This design comes from an exercise in tuning for small area on the open sky130 flow, not from production work.
Function was not checked in any run shown here: the RTL went through the layout flow alone.
Power figures rest on the tool's default switching activity, not on a simulated workload.

### flow/design.v
package axi_split_pkg;
   localparam int ADDR_W     = 32;
   localparam int LEN_W      = 8;
   localparam int DATA_W     = 64;
   localparam int HALF_W     = DATA_W / 2;
   localparam int AX_DEPTH   = 4;
   localparam int DATA_DEPTH = 8;
   localparam int CREDIT_W   = 8;
   typedef logic [ADDR_W-1:0] addr_t;
   typedef logic [LEN_W-1:0]  len_t;
   typedef logic [DATA_W-1:0] wide_data_t;
   typedef logic [HALF_W-1:0] half_data_t;
   typedef struct packed {
      addr_t addr;
      len_t  len;
   } ax_req_t;
   typedef struct packed {
      half_data_t data;
      logic       last;
   } half_beat_t;
endpackage
module axi_split_ptr #(
   parameter int DEPTH = 4
) (
   input  logic                       clk,
   input  logic                       resetn,
   input  logic                       step,
   output logic [$clog2(DEPTH):0]     ptr
);
   always_ff @(posedge clk) begin
      if (!resetn) begin
         ptr <= '0;
      end else if (step) begin
         ptr <= ptr + 1'b1;
      end
   end
endmodule
module axi_split_rmux #(
   parameter int W = 8,
   parameter int N = 4
) (
   input  logic [N*W-1:0]       d,
   input  logic [$clog2(N)-1:0] sel,
   output logic [W-1:0]         q
);
   always_comb begin
      q = '0;
      for (int i = 0; i < N; i++) begin
         q = q | (d[i*W +: W] & {W{sel == i}});
      end
   end
endmodule
import axi_split_pkg::*;
module axi_split_addr_fanout
(
   input  logic    clk,
   input  logic    resetn,
   input  axi_split_pkg::addr_t   s_addr,
   input  axi_split_pkg::len_t    s_len,
   input  logic    s_valid,
   output logic    s_ready,
   output axi_split_pkg::ax_req_t m0_req,
   output axi_split_pkg::ax_req_t m1_req,
   output logic    m0_valid,
   output logic    m1_valid,
   input  logic    m0_ready,
   input  logic    m1_ready
);
   localparam int PW = $clog2(AX_DEPTH);
   localparam int EW = ADDR_W - 1 + LEN_W;
   logic [AX_DEPTH-1:0][EW-1:0] mem;
   logic [PW:0]   wr, rd0, rd1;
   logic [EW-1:0] e0, e1;
   logic          full0, full1, push;
   assign full0   = (wr ^ rd0) == {1'b1, {PW{1'b0}}};
   assign full1   = (wr ^ rd1) == {1'b1, {PW{1'b0}}};
   assign s_ready = resetn && !full0 && !full1;
   assign push    = s_valid && s_ready;
   assign m0_valid = (wr != rd0);
   assign m1_valid = (wr != rd1);
   always_ff @(posedge clk) begin
      if (push) begin
         for (int i = 0; i < AX_DEPTH; i++) if (wr[PW-1:0] == i) mem[i] <= {s_addr[ADDR_W-1:1], s_len};
      end
   end
   axi_split_ptr #(.DEPTH(AX_DEPTH)) wr_p  (.clk(clk), .resetn(resetn), .step(push), .ptr(wr));
   axi_split_ptr #(.DEPTH(AX_DEPTH)) rd0_p (.clk(clk), .resetn(resetn), .step(m0_valid && m0_ready), .ptr(rd0));
   axi_split_ptr #(.DEPTH(AX_DEPTH)) rd1_p (.clk(clk), .resetn(resetn), .step(m1_valid && m1_ready), .ptr(rd1));
   axi_split_rmux #(.W(EW), .N(AX_DEPTH)) rm0 (.d(mem), .sel(rd0[PW-1:0]), .q(e0));
   axi_split_rmux #(.W(EW), .N(AX_DEPTH)) rm1 (.d(mem), .sel(rd1[PW-1:0]), .q(e1));
   assign m0_req = {1'b0, e0};
   assign m1_req = {e1[EW-1], ~e1[EW-1], e1[EW-2:0]};
endmodule
import axi_split_pkg::*;
module axi_split_wdata_fanout
(
   input  logic       clk,
   input  logic       resetn,
   input  axi_split_pkg::wide_data_t s_data,
   input  logic       s_last,
   input  logic       s_valid,
   output logic       s_ready,
   output axi_split_pkg::half_beat_t m0_beat,
   output axi_split_pkg::half_beat_t m1_beat,
   output logic       m0_valid,
   output logic       m1_valid,
   input  logic       m0_ready,
   input  logic       m1_ready
);
   localparam int PW = $clog2(DATA_DEPTH);
   logic [DATA_DEPTH-1:0][DATA_W:0] mem;
   logic [PW:0]     wr, rd0, rd1;
   logic [DATA_W:0] e0, e1;
   logic            full0, full1, push;
   assign full0   = (wr ^ rd0) == {1'b1, {PW{1'b0}}};
   assign full1   = (wr ^ rd1) == {1'b1, {PW{1'b0}}};
   assign s_ready = resetn && !full0 && !full1;
   assign push    = s_valid && s_ready;
   assign m0_valid = (wr != rd0);
   assign m1_valid = (wr != rd1);
   always_ff @(posedge clk) begin
      if (push) begin
         for (int i = 0; i < DATA_DEPTH; i++) if (wr[PW-1:0] == i) mem[i] <= {s_data, s_last};
      end
   end
   axi_split_ptr #(.DEPTH(DATA_DEPTH)) wr_p  (.clk(clk), .resetn(resetn), .step(push), .ptr(wr));
   axi_split_ptr #(.DEPTH(DATA_DEPTH)) rd0_p (.clk(clk), .resetn(resetn), .step(m0_valid && m0_ready), .ptr(rd0));
   axi_split_ptr #(.DEPTH(DATA_DEPTH)) rd1_p (.clk(clk), .resetn(resetn), .step(m1_valid && m1_ready), .ptr(rd1));
   axi_split_rmux #(.W(DATA_W+1), .N(DATA_DEPTH)) rm0 (.d(mem), .sel(rd0[PW-1:0]), .q(e0));
   axi_split_rmux #(.W(DATA_W+1), .N(DATA_DEPTH)) rm1 (.d(mem), .sel(rd1[PW-1:0]), .q(e1));
   assign m0_beat = {e0[HALF_W:1], e0[0]};
   assign m1_beat = {e1[DATA_W:HALF_W+1], e1[0]};
endmodule
import axi_split_pkg::*;
module axi_split_bresp_merge
(
   input  logic clk,
   input  logic resetn,
   input  logic m0_b_valid,
   input  logic m1_b_valid,
   input  logic s_b_ready,
   output logic m0_b_ready,
   output logic m1_b_ready,
   output logic s_b_valid
);
   logic [CREDIT_W-1:0] credit [2];
   logic [1:0]          add;
   logic                sub;
   assign m0_b_ready = s_b_ready;
   assign m1_b_ready = s_b_ready;
   assign add[0] = m0_b_valid && m0_b_ready;
   assign add[1] = m1_b_valid && m1_b_ready;
   assign s_b_valid = (credit[0] != '0) && (credit[1] != '0);
   assign sub       = s_b_valid && s_b_ready;
   always_ff @(posedge clk) begin
      if (!resetn) begin
         credit[0] <= '0;
         credit[1] <= '0;
      end else begin
         for (int i = 0; i < 2; i++) begin
            if (add[i] && !sub) begin
               credit[i] <= credit[i] + 1'b1;
            end else if (!add[i] && sub) begin
               credit[i] <= credit[i] - 1'b1;
            end
         end
      end
   end
endmodule
import axi_split_pkg::*;
module axi_split_rdata_join
(
   input  logic       clk,
   input  logic       resetn,
   input  axi_split_pkg::half_beat_t m0_beat,
   input  axi_split_pkg::half_beat_t m1_beat,
   input  logic       m0_valid,
   input  logic       m1_valid,
   output logic       m0_ready,
   output logic       m1_ready,
   output axi_split_pkg::wide_data_t s_data,
   output logic       s_last,
   output logic       s_valid,
   input  logic       s_ready
);
   localparam int PW = $clog2(DATA_DEPTH);
   logic [DATA_DEPTH-1:0][HALF_W:0] mem0;
   logic [DATA_DEPTH-1:0][HALF_W-1:0] mem1;
   logic [PW:0]       wr0, wr1, rd;
   logic [HALF_W:0]   h0;
   logic [HALF_W-1:0] h1;
   logic              push0, push1, pop;
   assign m0_ready = resetn && ((wr0 ^ rd) != {1'b1, {PW{1'b0}}});
   assign m1_ready = resetn && ((wr1 ^ rd) != {1'b1, {PW{1'b0}}});
   assign push0    = m0_valid && m0_ready;
   assign push1    = m1_valid && m1_ready;
   always_ff @(posedge clk) begin
      if (push0) begin
         for (int i = 0; i < DATA_DEPTH; i++) if (wr0[PW-1:0] == i) mem0[i] <= m0_beat;
      end
      if (push1) begin
         for (int i = 0; i < DATA_DEPTH; i++) if (wr1[PW-1:0] == i) mem1[i] <= m1_beat.data;
      end
   end
   assign s_valid = (wr0 != rd) && (wr1 != rd);
   assign pop     = s_valid && s_ready;
   axi_split_ptr #(.DEPTH(DATA_DEPTH)) wr0_p (.clk(clk), .resetn(resetn), .step(push0), .ptr(wr0));
   axi_split_ptr #(.DEPTH(DATA_DEPTH)) wr1_p (.clk(clk), .resetn(resetn), .step(push1), .ptr(wr1));
   axi_split_ptr #(.DEPTH(DATA_DEPTH)) rd_p  (.clk(clk), .resetn(resetn), .step(pop),   .ptr(rd));
   axi_split_rmux #(.W(HALF_W+1), .N(DATA_DEPTH)) rm0 (.d(mem0), .sel(rd[PW-1:0]), .q(h0));
   axi_split_rmux #(.W(HALF_W), .N(DATA_DEPTH)) rm1 (.d(mem1), .sel(rd[PW-1:0]), .q(h1));
   assign s_data = {h1, h0[HALF_W:1]};
   assign s_last = h0[0];
endmodule
import axi_split_pkg::*;
module axi_split_top
(
   input  logic       clk,
   input  logic       resetn,
   input  axi_split_pkg::addr_t      s_aw_addr,
   input  axi_split_pkg::len_t       s_aw_len,
   input  logic       s_aw_valid,
   output logic       s_aw_ready,
   input  axi_split_pkg::wide_data_t s_w_data,
   input  logic       s_w_last,
   input  logic       s_w_valid,
   output logic       s_w_ready,
   output logic       s_b_valid,
   input  logic       s_b_ready,
   input  axi_split_pkg::addr_t      s_ar_addr,
   input  axi_split_pkg::len_t       s_ar_len,
   input  logic       s_ar_valid,
   output logic       s_ar_ready,
   output axi_split_pkg::wide_data_t s_r_data,
   output logic       s_r_last,
   output logic       s_r_valid,
   input  logic       s_r_ready,
   output axi_split_pkg::addr_t      m0_aw_addr,
   output axi_split_pkg::len_t       m0_aw_len,
   output logic       m0_aw_valid,
   input  logic       m0_aw_ready,
   output axi_split_pkg::half_data_t m0_w_data,
   output logic       m0_w_last,
   output logic       m0_w_valid,
   input  logic       m0_w_ready,
   input  logic       m0_b_valid,
   output logic       m0_b_ready,
   output axi_split_pkg::addr_t      m0_ar_addr,
   output axi_split_pkg::len_t       m0_ar_len,
   output logic       m0_ar_valid,
   input  logic       m0_ar_ready,
   input  axi_split_pkg::half_data_t m0_r_data,
   input  logic       m0_r_last,
   input  logic       m0_r_valid,
   output logic       m0_r_ready,
   output axi_split_pkg::addr_t      m1_aw_addr,
   output axi_split_pkg::len_t       m1_aw_len,
   output logic       m1_aw_valid,
   input  logic       m1_aw_ready,
   output axi_split_pkg::half_data_t m1_w_data,
   output logic       m1_w_last,
   output logic       m1_w_valid,
   input  logic       m1_w_ready,
   input  logic       m1_b_valid,
   output logic       m1_b_ready,
   output axi_split_pkg::addr_t      m1_ar_addr,
   output axi_split_pkg::len_t       m1_ar_len,
   output logic       m1_ar_valid,
   input  logic       m1_ar_ready,
   input  axi_split_pkg::half_data_t m1_r_data,
   input  logic       m1_r_last,
   input  logic       m1_r_valid,
   output logic       m1_r_ready
);
   axi_split_addr_fanout aw_fanout (
      .clk     (clk),          .resetn  (resetn),
      .s_addr  (s_aw_addr),    .s_len   (s_aw_len),
      .s_valid (s_aw_valid),   .s_ready (s_aw_ready),
      .m0_req  ({m0_aw_addr, m0_aw_len}),
      .m1_req  ({m1_aw_addr, m1_aw_len}),
      .m0_valid(m0_aw_valid),  .m1_valid(m1_aw_valid),
      .m0_ready(m0_aw_ready),  .m1_ready(m1_aw_ready)
   );
   axi_split_addr_fanout ar_fanout (
      .clk     (clk),          .resetn  (resetn),
      .s_addr  (s_ar_addr),    .s_len   (s_ar_len),
      .s_valid (s_ar_valid),   .s_ready (s_ar_ready),
      .m0_req  ({m0_ar_addr, m0_ar_len}),
      .m1_req  ({m1_ar_addr, m1_ar_len}),
      .m0_valid(m0_ar_valid),  .m1_valid(m1_ar_valid),
      .m0_ready(m0_ar_ready),  .m1_ready(m1_ar_ready)
   );
   axi_split_wdata_fanout w_fanout (
      .clk     (clk),          .resetn  (resetn),
      .s_data  (s_w_data),     .s_last  (s_w_last),
      .s_valid (s_w_valid),    .s_ready (s_w_ready),
      .m0_beat ({m0_w_data, m0_w_last}),
      .m1_beat ({m1_w_data, m1_w_last}),
      .m0_valid(m0_w_valid),   .m1_valid(m1_w_valid),
      .m0_ready(m0_w_ready),   .m1_ready(m1_w_ready)
   );
   axi_split_bresp_merge b_merge (
      .clk       (clk),        .resetn    (resetn),
      .m0_b_valid(m0_b_valid), .m1_b_valid(m1_b_valid),
      .s_b_ready (s_b_ready),
      .m0_b_ready(m0_b_ready), .m1_b_ready(m1_b_ready),
      .s_b_valid (s_b_valid)
   );
   axi_split_rdata_join r_join (
      .clk     (clk),          .resetn  (resetn),
      .m0_beat ({m0_r_data, m0_r_last}),
      .m1_beat ({m1_r_data, m1_r_last}),
      .m0_valid(m0_r_valid),   .m1_valid(m1_r_valid),
      .m0_ready(m0_r_ready),   .m1_ready(m1_r_ready),
      .s_data  (s_r_data),     .s_last  (s_r_last),
      .s_valid (s_r_valid),    .s_ready (s_r_ready)
   );
endmodule
### flow/run.sh
#!/bin/bash
# synth_recipe.tcl (not shown) runs the flow's synth.tcl, then flattens the netlist and writes it again
# the make line also repeats each setting of config.mk as NAME=value (left out here)
make -C /OpenROAD-flow-scripts/flow DESIGN_CONFIG=/design/flow/config.mk WORK_HOME=/design/flow/orfs CLKGATE_MAP_FILE= SYNTH_SCRIPT=/design/flow/synth_recipe.tcl finish
### flow/config.mk
export PLATFORM = sky130hd
export DESIGN_NAME = axi_split_top
export DESIGN_NICKNAME = axi_split_top
export VERILOG_FILES = /design/flow/design.v
export SDC_FILE = /design/flow/constraint.sdc
export NUM_CORES = 4
export LEC_CHECK = 0
export CAP_MARGIN = 20
export CORE_MARGIN = 2
export CORE_UTILIZATION = 40
export SLEW_MARGIN = 20
### flow/constraint.sdc
create_clock -name core_clock -period 5.0 [get_ports {clk}]
set_input_delay 1.0000 -clock core_clock [delete_from_list [all_inputs] [get_ports {clk}]]
set_output_delay 1.0000 -clock core_clock [all_outputs]
set_load 0.01 [all_outputs]
==> results of run 1 <==
[power by group]
part	switching, W	total (W)	leakage, nW	internal [W]
clock	0.00451	0.0104	2.26	0.00594
sequential	0.000197	0.0135	12.7	0.0133
combinational	0.00381	0.00708	7.46	0.00326
total	0.00852	0.0310	22.4	0.0225
[path summary, 6_finish.rpt]
path,from,to
worst max-delay path,r_join.rd_p.ptr[0],s_r_data[23]
worst min-delay path,b_merge.credit[1][7],b_merge.credit[1][7]
worst max register to register,b_merge.credit[1][3],b_merge.credit[0][7]
worst min register to register,b_merge.credit[1][7],b_merge.credit[1][7]
[cells in the mapped netlist (all sizes together), types with 2 or more instances]
library cell	number	area [sq um]
a2bb2oi	2	17.5
inv	37	139
or4	4	32.5
nand2b	5	31.3
dfxtp	58	1160
a22oi	312	2340
o22ai	3	18.8
a221o	131	1310
o41ai	3	71.3
o21ai	16	80.1
o21bai	2	15.0
nand3b	2	15.0
nor2	6	25.0
mux2i	151	1510
edfxtp	1352	40600
nor2b	9	56.3
xor2	18	165
a21oi	7	35.0
o211ai	2	15.0
and2	35	221
clkbuf	169	634
nor3	3	15.0
a21boi	3	22.5
o2111a	2	22.5
and3	20	125
nand4	8	50.1
nor4	5	43.8
a31oi	4	25.0
ha	74	926
nand2	211	795
o211a	6	60.1
nor4bb	2	20.0
a222oi	262	2620
xnor2	36	315
o21a	4	30.0
fa	2	40.0
a21o	6	45.0
buf	44	213
nand3	17	85.1
a31o	2	17.5
[through the flow]
step	utilization	total power (W)
floorplan	-	0.0173
global placement	0.460	0.0208
global route	0.494	0.0323
detailed placement	0.460	0.0208
finish	0.494	0.0310
CTS	0.494	0.0313
[flip-flops by register name, summed over array words and instances (netlist names), 16 cells and up]
| register | cells |
|---|---|
| ar_fanout.mem | 156 |
| r_join.mem1 | 256 |
| w_fanout.mem | 520 |
| aw_fanout.mem | 156 |
| r_join.mem0 | 264 |
| b_merge.credit | 16 |
[tightest hold or removal path: stages, from the launching register on]
cell	delay (ps)
sky130_fd_sc_hd__dfxtp_1	320
sky130_fd_sc_hd__nand2_1	50
sky130_fd_sc_hd__mux2i_1	50
[cell type report]
cell class	instances	area [sq um]	share of cell area
clock buffer	193	3970	0.0600
tap	1768	2210	0.0334
clock inverter	74	651	0.00984
timing repair buffer	600	5970	0.0903
antenna	18	45.0	0.000681
sequential	1410	41800	0.631
inverter	38	145	0.00219
multi-input combinational	1378	11400	0.172
[metal layers]
| layer | routed length (um) | up-vias |
|---|---|---|
| met2 | 66100 | 1162 |
| li1 | - | 14000 |
| met4 | 4530 | 36 |
| met3 | 11200 | 269 |
| met1 | 55800 | 15900 |
| met5 | 236 | - |
[kinds of logic after synthesis]
kind of cell             synth area share
adder cells (fa/ha/maj)            0.0179
multiplexers                       0.0280
buffers and inverters              0.0183
flip-flops                          0.774
XOR/XNOR                          0.00890
AND/OR/NAND/NOR                    0.0281
other                           0.0000695
AO/OA/AOI/OAI                       0.125
==> results.txt, run 1 <==
outcome no timing/DRC/antenna violations; part of the Yosys area used for sequential elements 0.774; area post-placement just over 60,000 sq um; power density relative to cell area 469 nW/um^2; hold path cells 2; nets slightly below 4k; Clock Latency Late Sink ~780 ps; synthesized instance count slightly above 3k; overall die area around 140,000 sq um; pin count of the biggest net entering global routing approximately 130; setup repair after global routing missed its margin no; Async S/R FF share, synth 0; Slew Limit Fails 0; peak fanout along the critical path 130; area of the core around 130,000 sq um; Cell Area, Synth roughly 54,000 sq um; final critical-path setup slack 355 ps; WL/cell 25.2 um; cell family with the largest share of critical-path delay buffers and inverters; wire length of the first global-routing pass 200,000 um; Synth cell types between 50 and 60; CTS Root Cell sky130_fd_sc_hd__clkbuf_16; final hold slack approximately 470 ps; Hold Crit Class register to register; total of warnings raised by yosys 11; number of enable flip-flop cells after synthesis 1,352; sinks on the clock net 1,410; Main synth FF type sky130_fd_sc_hd__edfxtp_1; final weighted congestion in routability-driven placement 0.768; vias per inst 5.72; starting density of the core 0.404; share of layout cells above drive strength 1 0.0894; global routing met1 resource utilization 0.249; number of buffers and inverters on the critical path 3; Max transition margin 0.246; final setup TNS 0 ps; Worst setup SP type register; global-route met3 utilization 0.0573; count of H-tree levels built during CTS 4; mean instance size in the synthesized netlist 17.8 sq um; clock tree from TritonCTS built; I/O Buffers 528; final-report hold violation count 0; total setup violations reported at the end of the flow 0; via count of the first global-routing pass about 31k; Final min period between 4000 and 5000 ps; number of I/O pins about 530; die outline width 371 um; detailed router's first-iteration violation count between 3k and 4k; number of nets with antenna violations after detailed routing 0; maximum resistive drop on vdd 0.351 mV; Max-cap violations 0; most common cell after layout, fill and taps aside sky130_fd_sc_hd__edfxtp_1; Required @ worst endpoint around 4000 ps; largest clock skew in the final design 36.3 ps; post-route cell area 66,100 sq um; Worst Path Class, Setup register to output pin; deepest clock path buffer count 3; antenna violations before repair 39; Core Rows 134; Chip Height 371 um; setup slack after placement 1160 ps; reg-to-reg slack, setup 2010 ps; highest achievable clock rate 215 MHz; clk slew on worst S/H paths 60 ps; most crowded layer after global routing met2; number of standard cells in the layout, taps in and fillers out 5,479; total detailed-routing wirelength 138,000 um; Post-CTS Setup Bufs 0; crit-path max cell delay 560 ps; Inserted Clock Buffers 148; worst path cell trace inv_1 -> ha_4 -> buf_12 -> a222oi_1 -> mux2i_1 -> a221o_1 -> clkdlybuf4s50_1; final worst path period share 0.929; most frequent cells in the layout 1,352 x sky130_fd_sc_hd__edfxtp_1, 527 x sky130_fd_sc_hd__clkdlybuf4s50_1, 312 x sky130_fd_sc_hd__a22oi_1, 262 x sky130_fd_sc_hd__a222oi_1, 210 x sky130_fd_sc_hd__nand2_1; routed vias roughly 31k; DRC 0; HPWL after detailed placement about 80,000 um; First-pass DRT Iterations 8; filler instances 11.1k; Static Leakage 22.4 nW; Crit path depth 7; dpl cells roughly 5.2k; cells resized by post-CTS repair 0; Worst Setup End Kind output pin; worst path arrival time between 3000 and 4000 ps; global route overflow 0; GR Layer Usage met2 0.307; Tot GR Track Use 0.194; Tightest Pin Transition 1130 ps; number of storage elements in the synthesis netlist 1,410; Synth-to-Final Area Change 22.5%; cts-stage hold buffer count 0; CP max stage cell sky130_fd_sc_hd__clkdlybuf4s50_1; depth of the worst register-to-register path 12
==> run 2, diff against run 1 <==
--- a/flow/config.mk
+++ b/flow/config.mk
@@ -7,5 +7,7 @@
 export LEC_CHECK = 0
 export CAP_MARGIN = 20
 export CORE_MARGIN = 2
-export CORE_UTILIZATION = 40
+export CORE_UTILIZATION = 65
+export CTS_BUF_LIST = sky130_fd_sc_hd__clkbuf_4 sky130_fd_sc_hd__clkbuf_8
+export PLACE_DENSITY = 0.75
 export SLEW_MARGIN = 20
==> run 2 against run 1 <==
Net effect: power is 4.9% lower; sequential share of layout area rose by 1.4 points; first-iteration DRC count grew 17%; worst hold slack better by 2.0 ps; largest cell class unchanged; via count increased by 4.7%; wire length shrank 2.1%; still clean; sequential power is essentially flat; utilization is 29 points higher; synthesized area stayed put; combinational power down 1%; synthesized cell count did not move.
==> results.txt, run 2 <==
final hold slack 477 ps (+2.03 ps); HPWL after detailed placement 75,700 um (-2.7%); startpoint of the tightest hold check path b_merge.credit[1][7]; top cells by instance count after synthesis 1,352 x sky130_fd_sc_hd__edfxtp_1, 312 x sky130_fd_sc_hd__a22oi_1, 262 x sky130_fd_sc_hd__a222oi_1; filler instances 4,431 (-60%); outcome no timing/DRC/antenna violations; count of H-tree levels built during CTS 4 (unchanged); design internal power 0.0213 W (-5.4%); worst path cell trace inv_1 -> ha_4 -> buf_4 -> a222oi_1 -> mux2i_1 -> a221o_1 -> clkdlybuf4s50_1; part of the Yosys area used for sequential elements 0.774 (unchanged); setup repair after global routing missed its margin no; number of nets with antenna violations after detailed routing 0 (unchanged); power density relative to cell area 456 nW/um^2 (-2.8%); First-pass DRT Iterations 10 (+2); Endpoint, Worst Hold b_merge.credit[1][7]; Core Rows 105 (-22%); CP max stage cell sky130_fd_sc_hd__dfxtp_1; number of storage elements in the synthesis netlist 1,410 (unchanged); die outline width 292 um (-21%); final-report hold violation count 0 (unchanged); total setup violations reported at the end of the flow 0 (unchanged); Cell Area, Synth 54,000 sq um (unchanged); clk slew on worst S/H paths 60 ps (about the same); final weighted congestion in routability-driven placement 0.798 (+3.9%); Final min period 4710 ps (+63.4 ps); startpoint of the worst register-to-register path w_fanout.wr_p.ptr[0]; via count of the first global-routing pass 32.7k (+5.5%); peak fanout along the critical path 42 (-68%); Tightest Pin Transition 1050 ps (-81.9 ps); maximum resistive drop on vdd 0.392 mV (+12%); largest clock skew in the final design 35.9 ps (-0.310 ps); deepest clock path buffer count 3 (unchanged); number of standard cells in the layout, taps in and fillers out 4,902 (-11%); antenna violations before repair 35 (-10%); destination of the worst register-to-register timing path w_fanout.mem[171]; wire length of the first global-routing pass 197,000 um (-1.4%); combinational cell fraction of total power 0.237 (+0.009); Tot GR Track Use 0.308 (+0.114); mean instance size in the synthesized netlist 17.8 sq um (unchanged); P_sw 0.00822 W (-3.6%); DRC 0 (unchanged); Slew Limit Fails 0 (unchanged); global route overflow 0 (unchanged); Max transition margin 0.300 (+0.0546); biggest area contributors in the synthesized netlist sky130_fd_sc_hd__edfxtp_1 75%, sky130_fd_sc_hd__a222oi_1 4.9%, sky130_fd_sc_hd__a22oi_1 4.3%; share of the synthesized area in the top cell type 0.752 (unchanged); total of warnings raised by yosys 11 (unchanged); Worst setup SP type register; total detailed-routing wirelength 135,000 um (-2.1%); Inserted Clock Buffers 210 (+42%); nets 3,942 (+1.6%); Required @ worst endpoint 4000 ps (about the same); overall die area 85,400 sq um (-38%); Clock Latency Late Sink 860 ps (+80 ps); CTS Root Cell sky130_fd_sc_hd__clkbuf_8; share of layout cells above drive strength 1 0.119 (+0.0299); max reg flops 520 (unchanged); Max-cap violations 0 (unchanged); depth of the worst register-to-register path 6 (-6); highest achievable clock rate 212 MHz (-1.3%); area post-placement 60,500 sq um (-1.6%); clock tree from TritonCTS built; register share of total power 0.458 (+0.023); synthesized instance count 3,038 (unchanged); Largest regs w_fanout.mem (520), r_join.mem0 (264), r_join.mem1 (256); pin count of the biggest net entering global routing 75 (-43%); post-route cell area 64,700 sq um (-2.1%); sequential cell area 41,800 sq um (unchanged); detailed router's first-iteration violation count 4,124 (+17%); WL/cell 27.6 um (+9.4%); most common cell in the netlist sky130_fd_sc_hd__edfxtp_1; final worst path period share 0.942 (+0.0127); Async S/R FF share, synth 0 (unchanged); Static Leakage 22.3 nW (-0.37%); starting density of the core 0.658 (+0.254); area of the core 82,100 sq um (-39%); Chip Height 292 um (-21%); Reg with most FFs w_fanout.mem; Hold Crit Class register to register; crit-path max cell delay 540 ps (-20 ps); area occupied by multi-input gates 11,400 sq um (-0.24%); dpl cells 4,491 (-14%); Worst Path Class, Setup register to output pin; Synth area leader sky130_fd_sc_hd__edfxtp_1; most frequent cells in the layout 1,352 x sky130_fd_sc_hd__edfxtp_1, 527 x sky130_fd_sc_hd__clkdlybuf4s50_1, 312 x sky130_fd_sc_hd__a22oi_1, 262 x sky130_fd_sc_hd__a222oi_1, 211 x sky130_fd_sc_hd__clkbuf_8; final setup TNS 0 ps (unchanged); reg-to-reg slack, setup 1940 ps (-70 ps); Synth-to-Final Area Change 19.9%; vias per inst 6.69 (+17%); Main synth FF type sky130_fd_sc_hd__edfxtp_1; I/O Buffers 528 (unchanged); hold path cells 2 (unchanged); Synth cell types 54 (unchanged); number of I/O pins 534 (unchanged); number of enable flip-flop cells after synthesis 1,352 (unchanged); cts-stage hold buffer count 0 (unchanged); routed vias 32.8k (+4.7%); Worst Setup End Kind output pin; sinks on the clock net 1,410 (unchanged); worst path arrival time 3710 ps (+70 ps); most common cell after layout, fill and taps aside sky130_fd_sc_hd__edfxtp_1; clock network power share 0.305 (-0.032); Switching Fraction 0.278 (+0.00385)
[run 2: cells by family (layout without fill, tap and decap cells)]
family / Yosys count / in the layout / share of synthesized area
flops: 1410 / 1410 / 0.774
compound gates: 768 / 768 / 0.125
simple gates: 327 / 327 / 0.0281
buf+inv: 251 / 1026 / 0.0183
mux: 151 / 151 / 0.0280
fa+ha+maj: 76 / 76 / 0.0179
xor+xnor: 54 / 54 / 0.00890
other cells: 1 / 20 / 0.0000695
[run 2: power groups by stage]
| stage | Combinational (W) | Clock [W] | Sequential (W) |
|---|---|---|---|
| floorplan | 0.00362 | 0 | 0.0137 |
| global placement | 0.00674 | 0 | 0.0137 |
| detailed placement | 0.00690 | 0 | 0.0138 |
| CTS | 0.00695 | 0.00913 | 0.0135 |
| global route | 0.00743 | 0.00962 | 0.0135 |
| finish | 0.00700 | 0.00899 | 0.0135 |
[run 2: worst max-delay path, delay by kind of cell (launching register included)]
family          cells  cell delay [ps]
mux                 1              160
flops               1              540
buf+inv             3             1050
compound gates      2              740
fa+ha+maj           1              350
[run 2: cell type report]
cell class | count | area share
Inverter | 38 | 0.00222
Tap cell | 1070 | 0.0207
Clock buffer | 298 | 0.0550
Timing Repair Buffer | 600 | 0.0926
Antenna cell | 18 | 0.000696
Sequential cell | 1410 | 0.645
Multi-Input combinational cell | 1378 | 0.176
Clock inverter | 90 | 0.00812
[run 2: metal layers]
layer / global-route usage / vias to the layer above / wire [um]
li1: - / 14100 / -
met1: 0.389 / 16500 / 48900
met2: 0.506 / 1849 / 67500
met3: 0.0805 / 317 / 13600
met4: 0.137 / 34 / 4850
met5: 0 / - / 212
[run 2: how the worst max path moves through the flow]
stage | from | endpoint | slack (ps)
floorplan | resetn | w_fanout.mem[260] | 1330
global placement | r_join.rd_p.ptr[0] | s_r_data[40] | 750
detailed placement | r_join.rd_p.ptr[0] | s_r_data[63] | 650
CTS | r_join.rd_p.ptr[1] | s_r_data[16] | 30
global route | r_join.rd_p.ptr[0] | s_r_data[38] | 130
finish | r_join.rd_p.ptr[0] | s_r_data[43] | 290
[run 2: timing repair]
item | CTS | global route
setup endpoints to repair | 21 | 16
pin swaps | 1 | 1
buffers inserted | 2 | 3
gates resized for setup | 0 | 0
[run 2: through the flow]
stage,utilization,worst slack (ps),total power [W]
floorplan,-,1330,0.0173
CTS,0.787,27.7,0.0296
global placement,0.737,750,0.0205
detailed placement,0.737,647,0.0207
finish,0.788,292,0.0295
global route,0.788,130,0.0306
==> run 3, diff against run 2 <==
--- a/flow/config.mk
+++ b/flow/config.mk
@@ -9,5 +9,7 @@
 export CORE_MARGIN = 2
 export CORE_UTILIZATION = 65
 export CTS_BUF_LIST = sky130_fd_sc_hd__clkbuf_4 sky130_fd_sc_hd__clkbuf_8
+export CTS_CLUSTER_DIAMETER = 60
+export CTS_CLUSTER_SIZE = 20
 export PLACE_DENSITY = 0.75
 export SLEW_MARGIN = 20
==> run 3 against run 2 <==
Net effect: still clean; maximum frequency is 2.4% lower; utilization is 2.6 points lower; first-iteration DRC count is 3.8% higher; die area stayed put; global-route usage is 0.54 points lower; worst hold slack better by 6.9 ps; sequential share of layout area is 2.2 points higher; clock-buffer cell count is 191 lower; cell area is 3.3% lower; non-clock buffer count is 3 lower.
==> results.txt, run 3 <==
outcome no timing/DRC/antenna violations; DRC 0 (unchanged); sinks on the clock net 1,410 (unchanged); global routing met1 resource utilization 0.390 (+0.00118); Worst Setup End Kind output pin; CTS Root Cell sky130_fd_sc_hd__clkbuf_8; Worst setup SP type register; CP max stage cell sky130_fd_sc_hd__ha_4; Synth-to-Final Area Change 16.0%; Final min period 4820 ps (+114 ps); Tot GR Track Use 0.302 (-0.00537); Slew Limit Fails 0 (unchanged); detailed router's first-iteration violation count 4,281 (+3.8%); Simple-Gate Fraction of Synth Area 0.0281 (unchanged); share of layout cells above drive strength 1 0.0776 (-0.0417); total setup violations reported at the end of the flow 0 (unchanged); Core Rows 105 (unchanged); Synth cell types 54 (unchanged); GR Layer Usage met2 0.504 (-0.00209); area of the core 82,100 sq um (unchanged); global-route met3 utilization 0.0708 (-0.00967); Required @ worst endpoint 4000 ps (about the same); Reg with most FFs w_fanout.mem; Async S/R FF share, synth 0 (unchanged); WL/cell 28.4 um (+2.9%); Static Leakage 21.2 nW (-5.2%); most common cell in the netlist sky130_fd_sc_hd__edfxtp_1; count of H-tree levels built during CTS 3 (-1); peak fanout along the critical path 46 (+9.5%); hold path cells 2 (unchanged); Max-cap violations 0 (unchanged); crit-path max cell delay 620 ps (+80 ps); die outline width 292 um (unchanged); cells resized by post-CTS repair 0 (unchanged); Inserted Clock Buffers 95 (-55%); final-report hold violation count 0 (unchanged); power density relative to cell area 425 nW/um^2 (-6.9%); nets 3,824 (-3.0%); Chip Height 292 um (unchanged); Synth area leader sky130_fd_sc_hd__edfxtp_1; maximum resistive drop on vdd 0.341 mV (-13%); clock tree from TritonCTS built; setup slack after placement 647 ps (unchanged); most frequent cells in the layout 1,352 x sky130_fd_sc_hd__edfxtp_1, 527 x sky130_fd_sc_hd__clkdlybuf4s50_1, 312 x sky130_fd_sc_hd__a22oi_1, 262 x sky130_fd_sc_hd__a222oi_1, 210 x sky130_fd_sc_hd__nand2_1; Largest regs w_fanout.mem (520), r_join.mem0 (264), r_join.mem1 (256); total of warnings raised by yosys 11 (unchanged); main combinational cell family by area after synthesis compound AO/OA/AOI/OAI gates; First-pass DRT Iterations 10 (unchanged); starting density of the core 0.658 (unchanged); routed vias 31.9k (-2.8%); deepest clock path buffer count 3 (unchanged); biggest area contributors in the synthesized netlist sky130_fd_sc_hd__edfxtp_1 75%, sky130_fd_sc_hd__a222oi_1 4.9%, sky130_fd_sc_hd__a22oi_1 4.3%; worst path cell trace inv_1 -> ha_4 -> buf_4 -> a222oi_1 -> mux2i_1 -> a221o_1 -> clkdlybuf4s50_1; mean instance size in the synthesized netlist 17.8 sq um (unchanged); max reg flops 520 (unchanged); synthesized instance count 3,038 (unchanged); area post-placement 60,500 sq um (unchanged); multiplexer share of the synthesized area 0.0280 (unchanged); depth of the worst register-to-register path 6 (unchanged); overall die area 85,400 sq um (unchanged); most crowded layer after global routing met2; Cell Area, Synth 54,000 sq um (unchanged); clk slew on worst S/H paths 110 ps (+50 ps); wire length of the first global-routing pass 194,000 um (-1.5%); worst path arrival time 3820 ps (+110 ps); number of nets with antenna violations after detailed routing 0 (unchanged); complex-gate fraction of the synthesized area 0.125 (unchanged); number of storage elements in the synthesis netlist 1,410 (unchanged); HPWL after detailed placement 75,700 um (unchanged); total detailed-routing wirelength 132,000 um (-1.9%); largest clock skew in the final design 49.6 ps (+13.6 ps); Main synth FF type sky130_fd_sc_hd__edfxtp_1; I/O Buffers 528 (unchanged); number of enable flip-flop cells after synthesis 1,352 (unchanged); final worst path period share 0.964 (+0.0227); post-route cell area 62,600 sq um (-3.3%); part of the Yosys area used for sequential elements 0.774 (unchanged); final critical-path setup slack 178 ps (-114 ps); Clock Latency Late Sink 780 ps (-80 ps); antenna violations before repair 37 (+5.7%); share of the synthesized area in the top cell type 0.752 (unchanged); Max transition margin 0.294 (-0.00680); via count of the first global-routing pass 31.7k (-3.2%); number of I/O pins 534 (unchanged); synthesized-area fraction occupied by xor and xnor cells 0.00890 (unchanged); top cells by instance count after synthesis 1,352 x sky130_fd_sc_hd__edfxtp_1, 312 x sky130_fd_sc_hd__a22oi_1, 262 x sky130_fd_sc_hd__a222oi_1; pin count of the biggest net entering global routing 75 (unchanged); post-synthesis adder-cell area fraction 0.0179 (unchanged); highest achievable clock rate 207 MHz (-2.4%); Worst Path Class, Setup register to output pin; vias per inst 6.82 (+1.9%); Tightest Pin Transition 1060 ps (+10.2 ps); final weighted congestion in routability-driven placement 0.798 (unchanged); most common cell after layout, fill and taps aside sky130_fd_sc_hd__edfxtp_1; global route overflow 0 (unchanged); Hold Crit Class register to register
[run 3: cell types whose count changed in the layout (fill, tap and decap cells not counted), sizes merged]
cell,before,now
clkinvlp,2,5
bufinv,3,7
clkinv,77,16
diode,18,22
buf,73,70
clkbuf,298,107
inv,46,61
[run 3: path summary, 6_finish.rpt]
kind | startpoint | slack (ps) | endpoint
setup / recovery | r_join.rd_p.ptr[0] | 180 | s_r_data[63]
hold / removal | b_merge.credit[1][7] | 480 | b_merge.credit[1][7]
setup reg to reg | w_fanout.wr_p.ptr[0] | 1930 | w_fanout.mem[171]
hold reg to reg | b_merge.credit[1][7] | 480 | b_merge.credit[1][7]
[run 3: critical path, delay by kind of cell, from the launching register on]
family | cells | cell delay (ps)
flip-flops | 1 | 440
multiplexers | 1 | 210
buffers and inverters | 3 | 1390
adder cells (fa/ha/maj) | 1 | 620
AO/OA/AOI/OAI | 2 | 350
[run 3: area by class of cell]
class,instances,area [sq um]
fill,4655,19500
timing repair buffer,597,5930
clock inverter,51,617
sequential,1410,41800
multi-input combinational,1378,11400
inverter,38,144
antenna,22,55.1
tap,1070,1340
clock buffer,107,1400
[run 3: per-stage QoR]
step	setup TNS, ps	hold slack [ps]	power (W)	utilization	instances
finish	0	484	0.0266	0.763	4673
global route	-1.02	526	0.0276	0.762	4670
CTS	0	490	0.0266	0.762	4651
detailed placement	0	472	0.0207	0.737	4491
global placement	0	459	0.0205	0.737	4491
floorplan	0	441	0.0173	-	3039
[run 3: report_power, final]
part	switching (W)	internal, W	total (W)
Combinational	0.00375	0.00323	0.00698
Clock	0.00373	0.00238	0.00611
Sequential	0.000211	0.0133	0.0135
Total	0.00770	0.0189	0.0266
[run 3: cells by family after synthesis]
| group | Yosys count |
|---|---|
| flops | 1410 |
| compound gates | 768 |
| simple gates | 327 |
| buf+inv | 251 |
| mux | 151 |
| fa+ha+maj | 76 |
| xor+xnor | 54 |
| other cells | 1 |
[run 3: what timing repair did]
action,in CTS,in global routing
setup endpoints to repair,21,0
hold buffers,0,0
endpoints found under the hold margin,0,0
buffers inserted,2,0
[run 3: per-layer routing]
metal  up-vias  routed length [um]  share of wire
met1     16100               47700           0.36
met5         -                 208         0.0016
met3       302               13300           0.10
li1      13700                   -              -
met4        34                4770          0.036
met2      1693               66500           0.50
==> run 4, diff against run 3 <==
--- a/flow/config.mk
+++ b/flow/config.mk
@@ -8,8 +8,8 @@
 export CAP_MARGIN = 20
 export CORE_MARGIN = 2
 export CORE_UTILIZATION = 65
-export CTS_BUF_LIST = sky130_fd_sc_hd__clkbuf_4 sky130_fd_sc_hd__clkbuf_8
+export CTS_BUF_LIST = sky130_fd_sc_hd__clkbuf_16
 export CTS_CLUSTER_DIAMETER = 60
-export CTS_CLUSTER_SIZE = 20
+export CTS_CLUSTER_SIZE = 30
 export PLACE_DENSITY = 0.75
 export SLEW_MARGIN = 20
==> run 4 against run 3 <==
Net effect: die area stayed put; worst hold slack worse by 3.0 ps; critical endpoint is now s_r_last; critical path depth stayed put; largest cell class unchanged; still clean.
==> results.txt, run 4 <==
most frequent cells in the layout 1,352 x sky130_fd_sc_hd__edfxtp_1, 527 x sky130_fd_sc_hd__clkdlybuf4s50_1, 312 x sky130_fd_sc_hd__a22oi_1, 262 x sky130_fd_sc_hd__a222oi_1, 210 x sky130_fd_sc_hd__nand2_1; vias per inst 6.81 (-0.12%); share of layout cells above drive strength 1 0.0792 (+0.00154); mean instance size in the synthesized netlist 17.8 sq um (unchanged); Worst Path Class, Setup register to output pin; Static Leakage 21.7 nW (+2.7%); Hold Crit Class register to register; Cell Area, Synth 54,000 sq um (unchanged); overall die area 85,400 sq um (unchanged); CP max stage cell sky130_fd_sc_hd__ha_4; deepest clock path buffer count 3 (unchanged); number of nets with antenna violations after detailed routing 0 (unchanged); clock tree from TritonCTS built; peak fanout along the critical path 74 (+61%); synthesized-area fraction occupied by xor and xnor cells 0.00890 (unchanged); worst path arrival time 3720 ps (-100 ps); synthesized instance count 3,038 (unchanged); Clock Latency Late Sink 680 ps (-100 ps); Switching Fraction 0.293 (+0.00349); main combinational cell family by area after synthesis compound AO/OA/AOI/OAI gates; WL/cell 28.3 um (-0.20%); area of the core 82,100 sq um (unchanged); multiplexer share of the synthesized area 0.0280 (unchanged); outcome no timing/DRC/antenna violations; Simple-Gate Fraction of Synth Area 0.0281 (unchanged); largest clock skew in the final design 36.1 ps (-13.5 ps); design internal power 0.0203 W (+7.6%); total of warnings raised by yosys 11 (unchanged); maximum resistive drop on vdd 0.334 mV (-1.9%); number of storage elements in the synthesis netlist 1,410 (unchanged); Inserted Clock Buffers 88 (-7.4%); Final min period 4720 ps (-97.0 ps); max reg flops 520 (unchanged); Reg with most FFs w_fanout.mem; utilization after layout 0.778 (+0.0158); most common cell in the netlist sky130_fd_sc_hd__edfxtp_1; post-route cell area 63,900 sq um (+2.1%); cts-stage hold buffer count 0 (unchanged); Synth cell types 54 (unchanged); Largest regs w_fanout.mem (520), r_join.mem0 (264), r_join.mem1 (256); top cells by instance count after synthesis 1,352 x sky130_fd_sc_hd__edfxtp_1, 312 x sky130_fd_sc_hd__a22oi_1, 262 x sky130_fd_sc_hd__a222oi_1; sinks on the clock net 1,410 (unchanged); number of I/O pins 534 (unchanged); clock network power share 0.287 (+0.057); antenna violations before repair 35 (-5.4%); Slew Limit Fails 0 (unchanged); Main synth FF type sky130_fd_sc_hd__edfxtp_1; First-pass DRT Iterations 9 (-1); Max-cap violations 0 (unchanged); HPWL after detailed placement 75,700 um (unchanged); P_sw 0.00842 W (+9.4%); final setup TNS 0 ps (unchanged); pin count of the biggest net entering global routing 75 (unchanged); total setup violations reported at the end of the flow 0 (unchanged); Tot GR Track Use 0.303 (+0.000801); Tightest Pin Transition 1080 ps (+17.6 ps); Required @ worst endpoint 4000 ps (about the same); share of the synthesized area in the top cell type 0.752 (unchanged); most common cell after layout, fill and taps aside sky130_fd_sc_hd__edfxtp_1; I/O Buffers 528 (unchanged); power density relative to cell area 450 nW/um^2 (+5.9%); number of enable flip-flop cells after synthesis 1,352 (unchanged); Async S/R FF share, synth 0 (unchanged); part of the Yosys area used for sequential elements 0.774 (unchanged); final weighted congestion in routability-driven placement 0.798 (unchanged); area post-placement 60,500 sq um (unchanged); crit-path max cell delay 800 ps (+180 ps); Core Rows 105 (unchanged); Max transition margin 0.282 (-0.0117); post-synthesis adder-cell area fraction 0.0179 (unchanged); nets 3,817 (-0.18%); setup repair after global routing missed its margin no; DRC 0 (unchanged); Worst Setup End Kind output pin; CTS Root Cell sky130_fd_sc_hd__clkbuf_16; final worst path period share 0.945 (-0.0194); Synth-to-Final Area Change 18.4%; worst path cell trace inv_1 -> ha_4 -> buf_4 -> a222oi_1 -> mux2i_1 -> a221o_1 -> clkdlybuf4s50_1; routed vias 31.9k (+0.0094%); biggest area contributors in the synthesized netlist sky130_fd_sc_hd__edfxtp_1 75%, sky130_fd_sc_hd__a222oi_1 4.9%, sky130_fd_sc_hd__a22oi_1 4.3%; Worst setup SP type register; final-report hold violation count 0 (unchanged); starting density of the core 0.658 (unchanged); total detailed-routing wirelength 132,000 um (about the same); complex-gate fraction of the synthesized area 0.125 (unchanged); global route overflow 0 (unchanged); register share of total power 0.470 (-0.038); reg-to-reg slack, setup 1880 ps (-50 ps); count of H-tree levels built during CTS 3 (unchanged); detailed router's first-iteration violation count 4,558 (+6.5%); Chip Height 292 um (unchanged); combinational cell fraction of total power 0.243 (-0.020); highest achievable clock rate 212 MHz (+2.1%); clk slew on worst S/H paths 90 ps (-20 ps); die outline width 292 um (unchanged); Synth area leader sky130_fd_sc_hd__edfxtp_1; via count of the first global-routing pass 31.6k (-0.11%); wire length of the first global-routing pass 195,000 um (+0.37%)
[run 4: layout make-up]
cell class	count	area (sq um)
Antenna cell	22	55.1
Multi-Input combinational cell	1378	11400
Clock buffer	89	2230
Fill cell	4510	18200
Clock inverter	75	1090
Tap cell	1070	1340
Timing Repair Buffer	597	5930
Inverter	38	144
Sequential cell	1410	41800
[run 4: per-stage QoR]
| step | hold slack [ps] | instances | total power (W) | setup slack [ps] |
|---|---|---|---|---|
| finish | 481 | 4679 | 0.0287 | 275 |
| global placement | 459 | 4491 | 0.0205 | 750 |
| global route | 522 | 4674 | 0.0297 | 100 |
| CTS | 486 | 4657 | 0.0288 | 242 |
| detailed placement | 472 | 4491 | 0.0207 | 647 |
| floorplan | 441 | 3039 | 0.0173 | 1330 |
[run 4: worst paths after layout]
check	depth (start not counted)	to	start
max	7	s_r_last	r_join.rd_p.ptr[1]
min	2	b_merge.credit[1][7]	b_merge.credit[1][7]
max reg2reg	6	w_fanout.mem[171]	w_fanout.wr_p.ptr[0]
min reg2reg	2	b_merge.credit[1][7]	b_merge.credit[1][7]
[run 4: power by group through the flow]
| stage | Sequential [W] | Clock [W] | Combinational [W] |
|---|---|---|---|
| floorplan | 0.0137 | 0 | 0.00362 |
| global placement | 0.0137 | 0 | 0.00674 |
| detailed placement | 0.0138 | 0 | 0.00690 |
| CTS | 0.0135 | 0.00835 | 0.00697 |
| global route | 0.0135 | 0.00878 | 0.00742 |
| finish | 0.0135 | 0.00825 | 0.00699 |
[run 4: kinds of logic after synthesis]
kind of cell | count (synthesis)
muxes | 151
other | 1
adders and majority gates | 76
and+or+nand+nor | 327
buffers and inverters | 251
xor gates and xnor gates | 54
DFF | 1410
AOI/OAI and AO/OA | 768
[run 4: repair_timing]
item                                    4_1_cts  5_1_grt
endpoints found under the setup margin        6        0
endpoints found under the hold margin         0        0
buffers inserted                              2        0
resized for setup                             0        0
[run 4: worst max-delay path: cells and delay by family (launching register included)]
family                   cells  cell delay [ps]
flip-flops                   1              420
AO/OA/AOI/OAI                2              280
multiplexers                 1              210
adder cells (fa/ha/maj)      1              800
buffers and inverters        3             1270
[run 4: layer usage]
| layer | track usage | part of all wire | vias up |
|---|---|---|---|
| li1 | - | - | 13800 |
| met1 | 0.393 | 0.36 | 16100 |
| met2 | 0.501 | 0.50 | 1660 |
| met3 | 0.0663 | 0.096 | 287 |
| met4 | 0.127 | 0.038 | 28 |
| met5 | 0 | 0.0013 | - |

## afterwards: timing with drivers on the ports
How much do the figures lean on ideal ports? The routed layouts below were timed once more, with nothing changed but the port constraints.
Step 1: set_driving_cell puts a clkbuf_16 on clk and a buf_2 on each other input, an assumption about the parent block.
Step 2 moves the port delays by t, midway between the first and last clock arrival at a register: inputs arrive t later, outputs are due t later. That takes back most of the time a late clock gives input paths.
Slacks: no drivers / after step 1 / after step 2; pairs: no drivers / after step 1.
run	t, ns	setup slack, ns	hold WS [ns]
run 1	0.831	0.355 / 0.279 / 1.110	0.475 / 0.475 / 0.475
run 2	0.915	0.292 / 0.217 / 1.133	0.477 / 0.477 / 0.477
run 3	0.820	0.178 / 0.105 / 0.924	0.484 / 0.484 / 0.484
run 4	0.742	0.275 / 0.200 / 0.942	0.481 / 0.481 / 0.481
After both steps every run listed still meets setup and hold.
